This design comes from an exercise in tuning for small area, a short achievable clock period and few clock cycles per item on the open sky130 flow, not from production work. Only simulation tests tie the RTL to the original design; equivalence was not proved. Power is estimated from default activity; no workload was simulated.

## design.v

```verilog
`timescale 1ns/1ns
`default_nettype none
package pkt_comm_pkg;
	typedef logic [7:0] pkt_type_t;
	typedef logic [15:0] pkt_id_t;
	typedef logic [23:0] pkt_len_t;    
	typedef logic [31:0] checksum_t;
	typedef logic [15:0] out_word_t;   
	localparam pkt_type_t PKT_COMM_VERSION = 8'd2;
	localparam pkt_type_t PKT_TYPE_WORD_LIST = 8'd1;
	localparam pkt_type_t PKT_TYPE_CMP_CONFIG = 8'd3;
	localparam int PKT_MAX_TYPE = 6;
	localparam pkt_type_t OUTPKT_TYPE_CMP_RESULT = 8'hD4;
	localparam pkt_type_t OUTPKT_TYPE_PROCESSING_DONE = 8'hD2;
	localparam int ERR_INPKT_CHECKSUM = 0;    
	localparam int ERR_INPKT_LEN = 1;         
	localparam int ERR_INPKT_TYPE = 2;        
	localparam int ERR_PKT_VERSION = 3;       
	localparam int ERR_CMP_CONFIG = 7;        
	localparam int ERR_CMP_UNCONFIGURED = 0;  
endpackage
`default_nettype wire
`timescale 1ns/1ns
`default_nettype none
package cmp_pkg;
	localparam int HASH_ADDR_BITS_MAX = 16;
	typedef logic [31:0] hash_t;
	typedef logic [31:0] word_num_t;
	typedef logic [HASH_ADDR_BITS_MAX-1:0] hash_num_t;
endpackage
`default_nettype wire
`timescale 1ns/1ns
`default_nettype none
module inpkt_header #(
	parameter pkt_comm_pkg::pkt_type_t VERSION = pkt_comm_pkg::PKT_COMM_VERSION,
	parameter int PKT_MAX_LEN = 4096
)(
	input wire PKT_COMM_CLK,
	input wire rst_n,
	input wire [7:0] din,
	input wire rd_en,                          
	output pkt_comm_pkg::pkt_type_t pkt_type,
	output pkt_comm_pkg::pkt_id_t pkt_id,
	output logic pkt_data,                     
	output logic pkt_end,
	output logic err_pkt_version,
	output logic err_pkt_type,
	output logic err_pkt_len,
	output logic err_pkt_checksum
);
	typedef enum logic [1:0] {
		ST_HEADER,
		ST_HDR_CSUM,
		ST_PAYLOAD,
		ST_DATA_CSUM
	} state_t;
	state_t state;
	pkt_comm_pkg::pkt_len_t cnt;         
	pkt_comm_pkg::pkt_len_t len;
	logic [23:0] asm_r;    
	pkt_comm_pkg::checksum_t sum;
	wire halted = err_pkt_version | err_pkt_type | err_pkt_len | err_pkt_checksum;
	wire take = rd_en & ~halted;
	wire pkt_comm_pkg::checksum_t word_in = {din, asm_r};   
	wire word_last = cnt[1:0] == 2'd3;
	wire pkt_comm_pkg::pkt_len_t len_in = {din, len[15:0]};
	wire bad_type = (din != pkt_comm_pkg::PKT_TYPE_WORD_LIST) & (din != pkt_comm_pkg::PKT_TYPE_CMP_CONFIG);
	wire bad_len = (len_in == '0) | (len_in[1:0] != 2'b00) | (len_in > PKT_MAX_LEN);
	assign pkt_data = (state == ST_PAYLOAD) & ~halted;
	always_ff @(posedge PKT_COMM_CLK or negedge rst_n) begin
		if (!rst_n) begin
			state <= ST_HEADER;
			cnt <= '0;
			sum <= '0;
			pkt_type <= '0;
			pkt_end <= 1'b0;
			err_pkt_version <= 1'b0;
			err_pkt_type <= 1'b0;
			err_pkt_len <= 1'b0;
			err_pkt_checksum <= 1'b0;
		end else begin
			pkt_end <= 1'b0;
			if (take) begin
				cnt <= cnt + 1'b1;
				case (state)
				ST_HEADER: begin
					if (word_last)
						sum <= sum + word_in;
					if (cnt[2:0] == 3'd0 && din != VERSION)
						err_pkt_version <= 1'b1;
					if (cnt[2:0] == 3'd1) begin
						pkt_type <= din;
						err_pkt_type <= bad_type;
					end
					if (cnt[2:0] == 3'd6)
						err_pkt_len <= bad_len;    
					if (cnt[2:0] == 3'd7) begin
						cnt <= '0;
						state <= ST_HDR_CSUM;
					end
				end
				ST_HDR_CSUM: if (word_last) begin
					if (word_in != ~sum)
						err_pkt_checksum <= 1'b1;
					sum <= '0;
					cnt <= '0;
					state <= ST_PAYLOAD;
				end
				ST_PAYLOAD: begin
					if (word_last)
						sum <= sum + word_in;
					if (cnt == len - 1'b1) begin
						cnt <= '0;
						state <= ST_DATA_CSUM;
					end
				end
				default: if (word_last) begin    
					if (word_in != ~sum)
						err_pkt_checksum <= 1'b1;
					else
						pkt_end <= 1'b1;
					sum <= '0;
					cnt <= '0;
					state <= ST_HEADER;
				end
				endcase
			end
		end
	end
	always_ff @(posedge PKT_COMM_CLK) begin
		if (take) begin
			asm_r <= {din, asm_r[23:8]};
			if (state == ST_HEADER) begin
				case (cnt[2:0])
				3'd2: pkt_id[7:0] <= din;
				3'd3: pkt_id[15:8] <= din;
				3'd4: len[7:0] <= din;
				3'd5: len[15:8] <= din;
				3'd6: len[23:16] <= din;
				default: ;
				endcase
			end
		end
	end
endmodule
`default_nettype wire
`timescale 1ns/1ns
`default_nettype none
module cmp_config #(
	parameter int HASH_COUNT_MAX = 16
)(
	input wire PKT_COMM_CLK,
	input wire rst_n,
	input wire [7:0] din,
	input wire wr_en,                      
	input wire pkt_end,
	output logic tbl_wr_en,
	output cmp_pkg::hash_num_t tbl_addr,
	output cmp_pkg::hash_t tbl_din,
	output cmp_pkg::hash_num_t hash_count,
	output logic cmp_configured,
	output logic err
);
	logic active;        
	logic hdr_done;      
	logic [1:0] pos;     
	cmp_pkg::hash_num_t count;
	cmp_pkg::hash_num_t num;      
	logic [23:0] asm_r;
	wire count_bad = (count == '0) | (count > HASH_COUNT_MAX);
	wire hash_last = wr_en & hdr_done & (pos == 2'd3);
	always_ff @(posedge PKT_COMM_CLK or negedge rst_n) begin
		if (!rst_n) begin
			active <= 1'b0;
			hdr_done <= 1'b0;
			pos <= 2'd0;
			count <= '0;
			num <= '0;
			tbl_wr_en <= 1'b0;
			hash_count <= '0;
			cmp_configured <= 1'b0;
			err <= 1'b0;
		end else begin
			tbl_wr_en <= 1'b0;
			if (wr_en) begin
				active <= 1'b1;
				pos <= pos + 1'b1;
				if (!hdr_done) begin
					if (pos == 2'd0)
						count[7:0] <= din;
					if (pos == 2'd1)
						count[15:8] <= din;
					if (pos == 2'd3) begin    
						hdr_done <= 1'b1;
						if (count_bad)
							err <= 1'b1;
					end
				end else if (pos == 2'd3) begin
					num <= num + 1'b1;
					if (num >= count)
						err <= 1'b1;           
					else if (!count_bad)
						tbl_wr_en <= 1'b1;
				end
			end
			if (pkt_end & active) begin
				if (num != count)
					err <= 1'b1;               
				else if (!err) begin
					hash_count <= count;       
					cmp_configured <= 1'b1;
				end
				active <= 1'b0;
				hdr_done <= 1'b0;
				pos <= 2'd0;
				num <= '0;
			end
		end
	end
	always_ff @(posedge PKT_COMM_CLK) begin
		if (wr_en)
			asm_r <= {din, asm_r[23:8]};
		if (hash_last) begin
			tbl_addr <= num;
			tbl_din <= {din, asm_r};
		end
	end
endmodule
`default_nettype wire
`timescale 1ns/1ns
`default_nettype none
module comparator #(
	parameter int HASH_COUNT_MAX = 16
)(
	input wire PKT_COMM_CLK,
	input wire rst_n,
	input wire tbl_wr_en,
	input wire cmp_pkg::hash_num_t tbl_addr,
	input wire cmp_pkg::hash_t tbl_din,
	input wire cmp_pkg::hash_num_t hash_count,
	input wire cmp_pkg::hash_t cand,
	input wire cand_start,
	output logic res_valid,
	output logic res_found,
	output cmp_pkg::hash_num_t res_hash_num,
	input wire res_ack
);
	localparam int AW = (HASH_COUNT_MAX > 1) ? $clog2(HASH_COUNT_MAX) : 1;
	cmp_pkg::hash_t tbl [HASH_COUNT_MAX];
	cmp_pkg::hash_t cand_r;
	cmp_pkg::hash_num_t pos;      
	logic busy;
	wire cmp_pkg::hash_t entry = tbl[pos[AW-1:0]];
	assign res_hash_num = pos;
	always_ff @(posedge PKT_COMM_CLK) begin
		if (tbl_wr_en)
			tbl[tbl_addr[AW-1:0]] <= tbl_din;
		if (cand_start)
			cand_r <= cand;
	end
	always_ff @(posedge PKT_COMM_CLK or negedge rst_n) begin
		if (!rst_n) begin
			busy <= 1'b0;
			pos <= '0;
			res_valid <= 1'b0;
			res_found <= 1'b0;
		end else begin
			if (res_valid & (~res_found | res_ack))
				res_valid <= 1'b0;
			if (cand_start) begin
				busy <= 1'b1;
				pos <= '0;
			end else if (busy) begin
				if (pos == hash_count) begin    
					busy <= 1'b0;
					res_valid <= 1'b1;
					res_found <= 1'b0;
				end else if (entry == cand_r) begin
					busy <= 1'b0;
					res_valid <= 1'b1;
					res_found <= 1'b1;
				end else
					pos <= pos + 1'b1;
			end
		end
	end
endmodule
`default_nettype wire
`timescale 1ns/1ns
`default_nettype none
module word_list (
	input wire PKT_COMM_CLK,
	input wire rst_n,
	input wire [7:0] din,
	input wire wr_en,                           
	input wire pkt_end,
	input wire pkt_comm_pkg::pkt_id_t pkt_id,
	output logic ready,
	input wire cmp_configured,
	output cmp_pkg::hash_t cand,
	output logic cand_start,
	output cmp_pkg::word_num_t cand_num,
	input wire res_valid,
	output logic done_req,
	output cmp_pkg::word_num_t done_num,
	output pkt_comm_pkg::pkt_id_t done_pkt_id,
	input wire done_ack,
	output logic err_unconfigured
);
	logic active;        
	logic pending;       
	logic got_res;       
	logic done_pend;
	logic [1:0] pos;
	logic [23:0] asm_r;
	cmp_pkg::word_num_t num;      
	wire cand_last = wr_en & (pos == 2'd3);
	assign ready = ~pending & ~done_pend;
	assign done_req = done_pend & ~pending;    
	always_ff @(posedge PKT_COMM_CLK or negedge rst_n) begin
		if (!rst_n) begin
			active <= 1'b0;
			pending <= 1'b0;
			got_res <= 1'b0;
			done_pend <= 1'b0;
			pos <= 2'd0;
			num <= '0;
			cand_start <= 1'b0;
			err_unconfigured <= 1'b0;
		end else begin
			cand_start <= 1'b0;
			if (pending) begin
				if (res_valid)
					got_res <= 1'b1;
				else if (got_res) begin    
					pending <= 1'b0;
					got_res <= 1'b0;
				end
			end
			if (wr_en) begin
				active <= 1'b1;
				pos <= pos + 1'b1;
			end
			if (cand_last) begin
				num <= num + 1'b1;
				if (cmp_configured) begin
					cand_start <= 1'b1;
					pending <= 1'b1;
				end else
					err_unconfigured <= 1'b1;    
			end
			if (done_ack)
				done_pend <= 1'b0;
			if (pkt_end & active) begin
				done_pend <= 1'b1;
				active <= 1'b0;
				pos <= 2'd0;
				num <= '0;
			end
		end
	end
	always_ff @(posedge PKT_COMM_CLK) begin
		if (wr_en)
			asm_r <= {din, asm_r[23:8]};
		if (wr_en & ~active)
			done_pkt_id <= pkt_id;    
		if (cand_last) begin
			cand <= {din, asm_r};
			cand_num <= num;
		end
		if (pkt_end & active)
			done_num <= num;
	end
endmodule
`default_nettype wire
`timescale 1ns/1ns
`default_nettype none
module outpkt #(
	parameter pkt_comm_pkg::pkt_type_t VERSION = pkt_comm_pkg::PKT_COMM_VERSION
)(
	input wire PKT_COMM_CLK,
	input wire rst_n,
	input wire res_valid,
	input wire res_found,
	input wire cmp_pkg::hash_num_t res_hash_num,
	input wire cmp_pkg::word_num_t cand_num,
	input wire pkt_comm_pkg::pkt_id_t done_pkt_id,
	output logic res_ack,
	input wire done_req,
	input wire cmp_pkg::word_num_t done_num,
	output logic done_ack,
	output pkt_comm_pkg::out_word_t dout,
	output logic dout_valid,
	input wire full
);
	localparam logic [31:0] PAYLOAD_LEN = 32'd8;    
	logic busy;
	logic [3:0] cnt;       
	pkt_comm_pkg::pkt_type_t type_r;
	pkt_comm_pkg::pkt_id_t id_r;
	cmp_pkg::word_num_t val_r;      
	cmp_pkg::hash_num_t hn_r;
	pkt_comm_pkg::checksum_t sum;
	pkt_comm_pkg::out_word_t lo;         
	wire take_res = res_valid & res_found;
	wire start = ~busy & (take_res | done_req);
	assign res_ack = ~busy & take_res;
	assign done_ack = ~busy & done_req & ~take_res;
	assign dout_valid = busy;
	always_comb begin
		case (cnt)
		4'd0: dout = {type_r, VERSION};
		4'd1: dout = id_r;
		4'd2: dout = PAYLOAD_LEN[15:0];
		4'd3: dout = PAYLOAD_LEN[31:16];
		4'd4, 4'd10: dout = ~sum[15:0];     
		4'd5, 4'd11: dout = ~sum[31:16];
		4'd6: dout = val_r[15:0];
		4'd7: dout = val_r[31:16];
		4'd8: dout = hn_r;
		default: dout = 16'h0000;
		endcase
	end
	always_ff @(posedge PKT_COMM_CLK or negedge rst_n) begin
		if (!rst_n) begin
			busy <= 1'b0;
			cnt <= 4'd0;
			sum <= '0;
		end else if (!busy) begin
			cnt <= 4'd0;
			sum <= '0;
			if (start)
				busy <= 1'b1;
		end else if (!full) begin
			cnt <= cnt + 1'b1;
			case (cnt)
			4'd5: sum <= '0;            
			4'd11: busy <= 1'b0;
			default: if (cnt[0])
				sum <= sum + {dout, lo};
			endcase
		end
	end
	always_ff @(posedge PKT_COMM_CLK) begin
		if (busy & ~full & ~cnt[0])
			lo <= dout;
		if (start) begin
			id_r <= done_pkt_id;
			if (take_res) begin
				type_r <= pkt_comm_pkg::OUTPKT_TYPE_CMP_RESULT;
				val_r <= cand_num;
				hn_r <= res_hash_num;
			end else begin
				type_r <= pkt_comm_pkg::OUTPKT_TYPE_PROCESSING_DONE;
				val_r <= done_num;
				hn_r <= '0;
			end
		end
	end
endmodule
`default_nettype wire
`timescale 1ns/1ns
`default_nettype none
module md5crypt_cmp #(
	parameter pkt_comm_pkg::pkt_type_t VERSION = pkt_comm_pkg::PKT_COMM_VERSION,
	parameter int PKT_MAX_LEN = 4096,
	parameter int HASH_COUNT_MAX = 16
)(
	input wire PKT_COMM_CLK,
	input wire rst_n,
	input wire [7:0] din,                    
	output logic rd_en,
	input wire empty,
	output pkt_comm_pkg::out_word_t dout,    
	output logic wr_en,
	input wire full,
	output logic [7:0] pkt_comm_status,
	output logic [7:0] app_status
);
	pkt_comm_pkg::pkt_type_t inpkt_type;
	pkt_comm_pkg::pkt_id_t inpkt_id;
	logic inpkt_data;
	logic inpkt_end;
	logic err_pkt_version;
	logic err_pkt_type;
	logic err_pkt_len;
	logic err_pkt_checksum;
	logic err_cmp_config;
	logic err_unconfigured;
	logic tbl_wr_en;
	cmp_pkg::hash_num_t tbl_addr;
	cmp_pkg::hash_t tbl_din;
	cmp_pkg::hash_num_t hash_count;
	logic cmp_configured;
	cmp_pkg::hash_t cand;
	logic cand_start;
	cmp_pkg::word_num_t cand_num;
	logic res_valid;
	logic res_found;
	cmp_pkg::hash_num_t res_hash_num;
	logic res_ack;
	logic word_list_ready;
	logic done_req;
	cmp_pkg::word_num_t done_num;
	pkt_comm_pkg::pkt_id_t done_pkt_id;
	logic done_ack;
	logic out_valid;
	wire inpkt_halt = err_pkt_version | err_pkt_type | err_pkt_len | err_pkt_checksum;
	wire is_cmp_config = inpkt_type == pkt_comm_pkg::PKT_TYPE_CMP_CONFIG;
	wire is_word_list = inpkt_type == pkt_comm_pkg::PKT_TYPE_WORD_LIST;
	assign rd_en = ~empty & ~inpkt_halt
		& (~inpkt_data | is_cmp_config | (is_word_list & word_list_ready));
	wire cmp_config_wr_en = rd_en & inpkt_data & is_cmp_config;
	wire word_list_wr_en = rd_en & inpkt_data & is_word_list;
	inpkt_header #(
		.VERSION(VERSION), .PKT_MAX_LEN(PKT_MAX_LEN)
	) inpkt_header (
		.PKT_COMM_CLK(PKT_COMM_CLK), .rst_n(rst_n),
		.din(din), .rd_en(rd_en),
		.pkt_type(inpkt_type), .pkt_id(inpkt_id),
		.pkt_data(inpkt_data), .pkt_end(inpkt_end),
		.err_pkt_version(err_pkt_version), .err_pkt_type(err_pkt_type),
		.err_pkt_len(err_pkt_len), .err_pkt_checksum(err_pkt_checksum)
	);
	cmp_config #( .HASH_COUNT_MAX(HASH_COUNT_MAX) ) cmp_config (
		.PKT_COMM_CLK(PKT_COMM_CLK), .rst_n(rst_n),
		.din(din), .wr_en(cmp_config_wr_en), .pkt_end(inpkt_end),
		.tbl_wr_en(tbl_wr_en), .tbl_addr(tbl_addr), .tbl_din(tbl_din),
		.hash_count(hash_count), .cmp_configured(cmp_configured),
		.err(err_cmp_config)
	);
	comparator #( .HASH_COUNT_MAX(HASH_COUNT_MAX) ) comparator (
		.PKT_COMM_CLK(PKT_COMM_CLK), .rst_n(rst_n),
		.tbl_wr_en(tbl_wr_en), .tbl_addr(tbl_addr), .tbl_din(tbl_din),
		.hash_count(hash_count),
		.cand(cand), .cand_start(cand_start),
		.res_valid(res_valid), .res_found(res_found),
		.res_hash_num(res_hash_num), .res_ack(res_ack)
	);
	word_list word_list (
		.PKT_COMM_CLK(PKT_COMM_CLK), .rst_n(rst_n),
		.din(din), .wr_en(word_list_wr_en), .pkt_end(inpkt_end),
		.pkt_id(inpkt_id), .ready(word_list_ready),
		.cmp_configured(cmp_configured),
		.cand(cand), .cand_start(cand_start), .cand_num(cand_num),
		.res_valid(res_valid),
		.done_req(done_req), .done_num(done_num), .done_pkt_id(done_pkt_id),
		.done_ack(done_ack), .err_unconfigured(err_unconfigured)
	);
	outpkt #( .VERSION(VERSION) ) outpkt (
		.PKT_COMM_CLK(PKT_COMM_CLK), .rst_n(rst_n),
		.res_valid(res_valid), .res_found(res_found),
		.res_hash_num(res_hash_num), .cand_num(cand_num),
		.done_pkt_id(done_pkt_id), .res_ack(res_ack),
		.done_req(done_req), .done_num(done_num), .done_ack(done_ack),
		.dout(dout), .dout_valid(out_valid), .full(full)
	);
	assign wr_en = out_valid & ~full;
	always_comb begin
		pkt_comm_status = 8'h00;
		pkt_comm_status[pkt_comm_pkg::ERR_INPKT_CHECKSUM] = err_pkt_checksum;
		pkt_comm_status[pkt_comm_pkg::ERR_INPKT_LEN] = err_pkt_len;
		pkt_comm_status[pkt_comm_pkg::ERR_INPKT_TYPE] = err_pkt_type;
		pkt_comm_status[pkt_comm_pkg::ERR_PKT_VERSION] = err_pkt_version;
		pkt_comm_status[pkt_comm_pkg::ERR_CMP_CONFIG] = err_cmp_config;
		app_status = 8'h00;
		app_status[pkt_comm_pkg::ERR_CMP_UNCONFIGURED] = err_unconfigured;
	end
endmodule
`default_nettype wire
```

## run.sh

```bash
#!/bin/bash
# synth_recipe.tcl (not shown) runs the flow's synth.tcl, then flattens the netlist and writes it again
# the make line also repeats each setting of config.mk as NAME=value (left out here)
make -C /OpenROAD-flow-scripts/flow DESIGN_CONFIG=/design/flow/config.mk WORK_HOME=/design/flow/orfs CLKGATE_MAP_FILE= SYNTH_SCRIPT=/design/flow/synth_recipe.tcl finish
```

## config.mk

```make
export PLATFORM = sky130hd
export DESIGN_NAME = md5crypt_cmp
export DESIGN_NICKNAME = md5crypt_cmp
export VERILOG_FILES = /design/flow/design.v
export SDC_FILE = /design/flow/constraint.sdc
export NUM_CORES = 4
export LEC_CHECK = 0
export CAP_MARGIN = 20
export CORE_MARGIN = 2
export CORE_UTILIZATION = 40
export SLEW_MARGIN = 20
```

## constraint.sdc

```tcl
create_clock -name core_clock -period 5.0 [get_ports {PKT_COMM_CLK}]
set_input_delay 1.0000 -clock core_clock [delete_from_list [all_inputs] [get_ports {PKT_COMM_CLK}]]
set_output_delay 1.0000 -clock core_clock [all_outputs]
set_load 0.01 [all_outputs]
```

==> run_results.csv <==
group,metric,value,unit
outcome,status,"timing/DRC/antenna clean",
placed_design,place_congestion,0.8575,
final_layout,n_fill_cell,10000,
detailed_routing,first_pass_iters,8,
floorplanning,dieWidth,346.5,um
grt,grt_pass1_vias,25609,
critical_path,cp_cell_sequence,"inv_1 -> ha_1 -> and2_0 -> buf_4 -> a221oi_1 -> o221ai_1 -> clkdlybuf4s50_1",
placed_design,io_buffers,35,
placed_design,dpl.hpwl,64470,um
power,p_per_area,425.8,nW/um^2
critical_path,critPathLaunchType,"register",
critical_path,end_kind,"output port",
sta,rsz0062_at_grt,"no",
final_layout,fin_util,45.79,%
floorplanning,io_pins,46,
critical_path,worst-path-max-fanout,11,
yosys,synth_top_area_share,56.69,%
sta,fmax,0.2114,GHz
power,p_leak,18.55,nW
yosys,yosys-top-cells-area,"edfxtp_1 (57%), dfrtp_1 (12%), mux4_2 (5.5%)",
detailed_routing,via_count,25606,
grt,grt_antenna_before_repair,0,
run,drv_cap,0,
sta,setup_violations,0,
sta,tightest_slew,1.074,ns
yosys,synth_edf_count,886,
min_path,holdCritPathClass,"input pin to asynchronous set/reset pin",
grt,grt_max_degree,88,
clock_tree,clock_insertion_delay_worst_skew,0.73,ns
clock_tree,cts_made_buffers,112,
critical_path,setup.worst_path.start,"outpkt.cnt[0]",
sta,min_period_over_period,94.59,%
yosys,netlist_instances,2988,
clock_tree,cts_setup_buffers,0,
critical_path,cp_slowest_stage_delay,0.61,ns
floorplanning,core-area,116200,sq um
detailed_routing,wirelength,105900,um
floorplanning,rows,125,
critical_path,r2r-start,"outpkt.cnt[0]",
sta,finalCriticalPeriod,4.730,ns
yosys,synth_area,46930,sq um
yosys,yosys.area.top_type,"edfxtp_1",
final_layout,drive_gt1_share,15.31,%
yosys,yosys_register_bits,1108,
clock_tree,cts_resized,0,
sta,slew_viol_final,0,
yosys,synthArstFlopShare,20.04,%
yosys,yosysSeqAreaShare,68.53,%
yosys,avgSynthCellArea,15.71,sq um
sta,maxSlewHeadroom,28.20,%
clock_tree,clk_pin_slew,0.06,ns
grt,grt_overflow,0,
yosys,synthTopCellsByCount,"edfxtp_1 (886), dfrtp_1 (222), nor2_1 (151), nand2_1 (140), mux4_2 (115)",
detailed_routing,drtIter0Drc,1941,
critical_path,path_delay_family,"compound AO/OA/AOI/OAI gates",
grt,grt_pass1_wl,160400,um
clock_tree,htree_num_levels,3,
clock_tree,cts_tree,"built",
detailed_routing,ant_nets,0,
detailed_routing,drc,0,
floorplanning,start_util,40.38,%
power,vdd_drop_max,0.3832,mV
sta,fin_tns_setup,0,ns
floorplanning,dieArea,120100,sq um
critical_path,required,4.00,ns
final_layout,layout.nets,3211,
placed_design,dpl_worst_slack,0.5021,ns
clock_tree,cts_hold_buf,0,
critical_path,critPathSlowestCell,"a221oi_1",
clock_tree,clock_sinks,1108,
final_layout,syn2layout_area_growth,13.38,%
sta,skew,0.05733,ns
detailed_routing,routed_via_density,5.427,
critical_path,path_buf_inv,3,
yosys,yosys_warnings,6,
critical_path,crit_type,"register to output port",
sta,layout_setup_ws,0.2705,ns
clock_tree,cts_root_buf,"clkbuf_16",
critical_path,cp.arrival,3.73,ns
yosys,synth_ff_type,"edfxtp_1",
sta,hold_viol_final,0,
grt,grt_usage,17.62,%
yosys,synth.distinct_cells,93,
floorplanning,fp.dieH,346.5,um
detailed_routing,routedWlPerCell,22.44,um
clock_tree,clockBufferDepth,3,
yosys,yosysMostFrequentCell,"edfxtp_1",
==> cell usage in the layout (no fill, tap or decap), types with 19 or more instances in the layout <==
cell type,netlist,layout
edfxtp_1,886,886
dfrtp_1,222,218
nand2_1,140,140
nor2_1,151,138
mux4_2,115,115
clkbuf_16,0,112
xor2_1,111,111
ha_1,101,101
xnor2_1,96,96
a21oi_1,96,95
o21ai_0,91,91
mux2i_1,88,88
mux2_2,81,81
inv_1,69,69
nand3_1,59,59
buf_4,27,55
and3_1,52,52
nand4_1,48,48
nor3_1,43,39
a21o_1,34,34
clkdlybuf4s50_1,0,34
nor2b_1,30,30
nand2b_1,25,25
clkinv_1,2,23
a221oi_1,22,22
a22o_1,22,22
or3_1,22,22
clkbuf_1,51,21
nor4_1,19,19
==> layer usage <==
metal	global-route usage [%]	share of wire, %	vias up	wire length (um)
met3	2.696	4.7	143	4978
met5	0	0	-	0
li1	-	-	11764	-
met4	4.857	2.2	0	2310
met1	25.29	47	13165	49360
met2	27.93	47	534	49230
==> worst paths after layout <==
path / to / slack, ns / cells after the start
setup reg to reg: outpkt.sum[30] / 0.47 / 16
hold / removal: outpkt.sum[14] / 0.27 / 1
min in group core_clock: comparator.cand_r[23] / 0.41 / 0
hold reg to reg: comparator.cand_r[23] / 0.41 / 0
setup / recovery: dout[11] / 0.27 / 7
max in group asynchronous: word_list.num[7] / 3.68 / 2
==> logic make-up (layout without fill, tap and decap cells) <==
family | Yosys count | count (layout) | share of synthesized area, %
xor+xnor | 207 | 207 | 3.863
fa+ha+maj | 103 | 103 | 2.778
other cells | 1 | 11 | 0.007991
mux | 286 | 286 | 9.396
flops | 1108 | 1108 | 68.53
simple gates | 666 | 666 | 7.308
compound gates | 429 | 429 | 6.279
buf+inv | 188 | 384 | 1.834
==> worst reg2reg max path: cells and delay by family (launching register included) <==
family,cells,cell delay (ns)
fa+ha+maj,2,0.76
compound gates,8,2.02
xor+xnor,1,0.16
buf+inv,2,0.36
flops,1,0.47
simple gates,3,0.61
==> registers in the layout, summed over array words and instances, names as in the netlist, 24 cells and up <==
signal              flops
cmp_config.asm_r       24
cmp_config.tbl_din     32
comparator.cand_r      32
comparator.tbl        512
inpkt_header.asm_r     24
inpkt_header.cnt       24
inpkt_header.len       24
inpkt_header.sum       32
outpkt.sum             32
outpkt.val_r           32
word_list.asm_r        24
word_list.cand         32
word_list.cand_num     32
word_list.done_num     32
word_list.num          32
==> final cells by class <==
| class | instances | area [sq um] | share of cell area [%] |
|---|---|---|---|
| repair buffers | 101 | 996.0 | 1.872 |
| diodes | 1 | 2.502 | 0.004703 |
| inverters | 72 | 270.3 | 0.5079 |
| clock inverters | 74 | 835.8 | 1.571 |
| multi-input cells | 1701 | 14090 | 26.47 |
| well taps | 1524 | 1907 | 3.584 |
| clock buffers | 137 | 2937 | 5.519 |
| flip-flops and latches | 1108 | 32170 | 60.47 |
==> stage by stage <==
stage | hold WS, ns | std cells | area [sq um] | power [mW]
after floorplan | 0.4003 | 2997 | 46960 | 13.24
final | 0.2722 | 4718 | 53210 | 22.66
after detailed placement | 0.4045 | 4504 | 49380 | 14.37
after CTS | 0.2793 | 4715 | 53150 | 22.84
after global placement | 0.4009 | 4504 | 49380 | 14.34
after global routing | 0.2989 | 4717 | 53200 | 23.69
==> power by group <==
part           total [mW]  switching (mW)  internal [mW]
logic                3.59            2.11           1.49
registers            10.6           0.328           10.3
clock network        8.45            3.65           4.80
total                22.7            6.08           16.6
Testbench counts, summed over its fixed seeds: cycles 151,688, items 8,714.

[separate check: timing with driven ports]
Ports are ideal in the flow. The routed layout listed here was re-timed in OpenROAD. Step 1 assumes that a clkbuf_16 drives the clock port and a buf_2 every other input. Step 2 also shifts input and output timing later by t, the mid clock arrival at the registers, as if the neighbouring blocks saw the same clock. Three values: no drivers, after step 1, after step 2; two values: the first two.
t (ns): 0.773
slack for setup (ns): 0.270 / 0.203 / 0.470
worst setup path at the end: register to register
clock arrival spread, ns: 0.060 / 0.060
After both steps setup and hold are still met in this run. For this run, drivers alone change the setup slack by -0.067 ns; drivers and shift together by +0.200 ns.
